This design comes from an exercise in tuning for small area, a short achievable clock period and few clock cycles per item on the open sky130 flow, not from production work.
Function was checked by simulation only, so behaviour that the tests miss may differ from the original.

==> 11-20: inputs <==
## timed_rgbw_light_interpolator_top
module timed_rgbw_light_interpolator_top #(
  parameter int unsigned SLOTS = 16
) (
  input  logic        clk_i,
  input  logic        rst_ni,
  input  logic        in_valid_i,
  output logic        in_ready_o,
  input  logic        op_i,
  input  logic [3:0]  entry_index_i,
  input  logic        entry_valid_i,
  input  logic [4:0]  entry_hour_i,
  input  logic [5:0]  entry_minute_i,
  input  logic [7:0]  entry_red_i,
  input  logic [7:0]  entry_green_i,
  input  logic [7:0]  entry_blue_i,
  input  logic [7:0]  entry_white_i,
  input  logic [31:0] now_unix_i,
  input  logic [4:0]  now_hour_i,
  input  logic [5:0]  now_minute_i,
  output logic        out_valid_o,
  input  logic        out_ready_i,
  output logic        active_o,
  output logic [7:0]  level_red_o,
  output logic [7:0]  level_green_o,
  output logic [7:0]  level_blue_o,
  output logic [7:0]  level_white_o
);
clock: 12.0 ns
lec_check: 0
abc_clock_period_in_ps: 4000
cap_margin: 20
core_margin: 2
core_utilization: 45
place_density: 0.6
setup_slack_margin: 5
slew_margin: 20
run.sh (not shown) runs the stock make flow with config.mk's settings and CLKGATE_MAP_FILE= SYNTH_SCRIPT=/design/flow/synth_recipe.tcl, a recipe that flattens the netlist after the stock synthesis.
==> 02-12 (differences from 11-20) <==
--- a/flow/design.v
+++ b/flow/design.v
@@ -56,11 +56,11 @@
     for (int i = 0; i < SLOTS; i++) above[i] = (IW'(i) > a);
   endfunction
   logic [SLOTS-1:0]            valid_q;
   logic [SLOTS-1:0][HM_W-1:0]  hm_q;
   logic [SLOTS-1:0][31:0]      lvl_q;
-  logic [SLOTS-1:0][16:0]      sec_q;     
+  logic [SLOTS-1:0][10:0]      min_q;     
   logic                        pending_q;
   function automatic logic [IW-1:0] next_valid(input logic [SLOTS-1:0] v, input logic [IW-1:0] a);
     logic [SLOTS-1:0] hi;
     hi = v & above(a);
     next_valid = (|hi) ? first_set(hi) : first_set(v);
@@ -103,33 +103,33 @@
   assign in_t = (17'(in_m_q) << 6) - (17'(in_m_q) << 2);
   always_ff @(posedge clk_i or negedge rst_ni) begin
     if (!rst_ni) begin
       hm_q[0]  <= '0;
       lvl_q[0] <= '0;
-      sec_q[0] <= '0;
+      min_q[0] <= '0;
       hm_q[1]  <= {5'd12, 6'd0};
       lvl_q[1] <= '1;
-      sec_q[1] <= 17'd43200;
+      min_q[1] <= 11'd720;
     end else begin
       if (wr && in_idx_q == 4'd0) begin
         hm_q[0]  <= in_hm_q;
         lvl_q[0] <= in_w_q;
-        sec_q[0] <= in_t;
+        min_q[0] <= in_m_q;
       end
       if (wr && in_idx_q == 4'd1) begin
         hm_q[1]  <= in_hm_q;
         lvl_q[1] <= in_w_q;
-        sec_q[1] <= in_t;
+        min_q[1] <= in_m_q;
       end
     end
   end
   for (genvar s = 2; s < SLOTS; s++) begin : g_slot
     always_ff @(posedge clk_i) begin
       if (wr && in_idx_q == 4'(s)) begin
         hm_q[s]  <= in_hm_q;
         lvl_q[s] <= in_w_q;
-        sec_q[s] <= in_t;
+        min_q[s] <= in_m_q;
       end
     end
   end
   always_ff @(posedge clk_i or negedge rst_ni) begin
     if (!rst_ni) begin
@@ -191,14 +191,14 @@
   logic            adv;
   logic [IW-1:0]   prev_n, next_n;
   assign prev_sel = r_walk_q ? walk_q : r_prev_q;
   assign hm_2     = hm_q[r_next2_q];
   assign hm_3     = hm_q[next3_q];
-  assign sec_p    = sec_q[prev_sel];
-  assign sec_n    = sec_q[r_next_q];
-  assign sec_2    = sec_q[r_next2_q];
-  assign sec_3    = sec_q[next3_q];
+  assign sec_p    = (17'(min_q[prev_sel]) << 6) - (17'(min_q[prev_sel]) << 2);
+  assign sec_n    = (17'(min_q[r_next_q]) << 6) - (17'(min_q[r_next_q]) << 2);
+  assign sec_2    = (17'(min_q[r_next2_q]) << 6) - (17'(min_q[r_next2_q]) << 2);
+  assign sec_3    = (17'(min_q[next3_q]) << 6) - (17'(min_q[next3_q]) << 2);
   assign nv3      = next_valid(valid_q, (ph_q == PH_SCAN) ? r_next2_q : next3_q);
   assign r_ntp = ut_q + 32'(sec_n) + (r_bn_q ? 32'(SEC_DAY) : 32'd0);
   assign r_ptp = ut_q + 32'(sec_p) - (r_bp_q ? 32'(SEC_DAY) : 32'd0);
   assign adv     = (ph_q == PH_NORM) && !empty_q && (next_tp_q < u_q);
   assign cand_tp = ut_q + ((hm2_q < n_q) ? 32'(t2d_q) : 32'(t2_q));
==> flow_metrics.tcl <==
set metrics [dict create \
    stdcell_count 26380 \
    synth_top_area_share 0.2058 \
    skew_ns 0.08112 \
    status "finished clean" \
]
# the run above: 11-20

==> flow_metrics.tcl <==
set metrics [dict create \
    skew_ns 0.07551 \
    synth_top_area_share 0.2070 \
    path_common_cell "a21o_1" \
    synth_cells 19810 \
    stdcell_count 26280 \
    status "finished clean" \
]
# the run above: 02-12

Testbench counts of 11-20, summed over its fixed seeds: cycles 2,353, ticks 1,920.
Testbench counts of 02-12, summed over its fixed seeds: cycles 2,353, ticks 1,920.

==> what the ideal ports hide <==
Ports are ideal in the flow. The routed layouts listed here were re-timed in OpenROAD.
Step 1 (the two cells are an assumption about what drives the block):
set clk [get_ports {clk_i}]
set_driving_cell -lib_cell sky130_fd_sc_hd__clkbuf_16 $clk
set_driving_cell -lib_cell sky130_fd_sc_hd__buf_2 [delete_from_list [all_inputs] $clk]
Step 2, shift: input delay + t, output delay - t, t = (earliest + latest rising clock arrival at the registers) / 2. This alone moves slack from input paths to output paths.
Three values: ideal ports, drivers, drivers and shift; two values: the first two.
run	shift t [ns]	slack for setup (ns)	hold WS [ns]	slew at the worst register clock pin (ns)	pins driven straight from the clock port
11-20	1.081	5.001 / 5.001 / 5.001	0.317 / 0.317 / 0.317	0.08 / 0.08	1
02-12	1.066	4.881 / 4.881 / 4.881	0.322 / 0.322 / 0.322	0.07 / 0.07	1
After both steps every run listed still meets setup and hold.
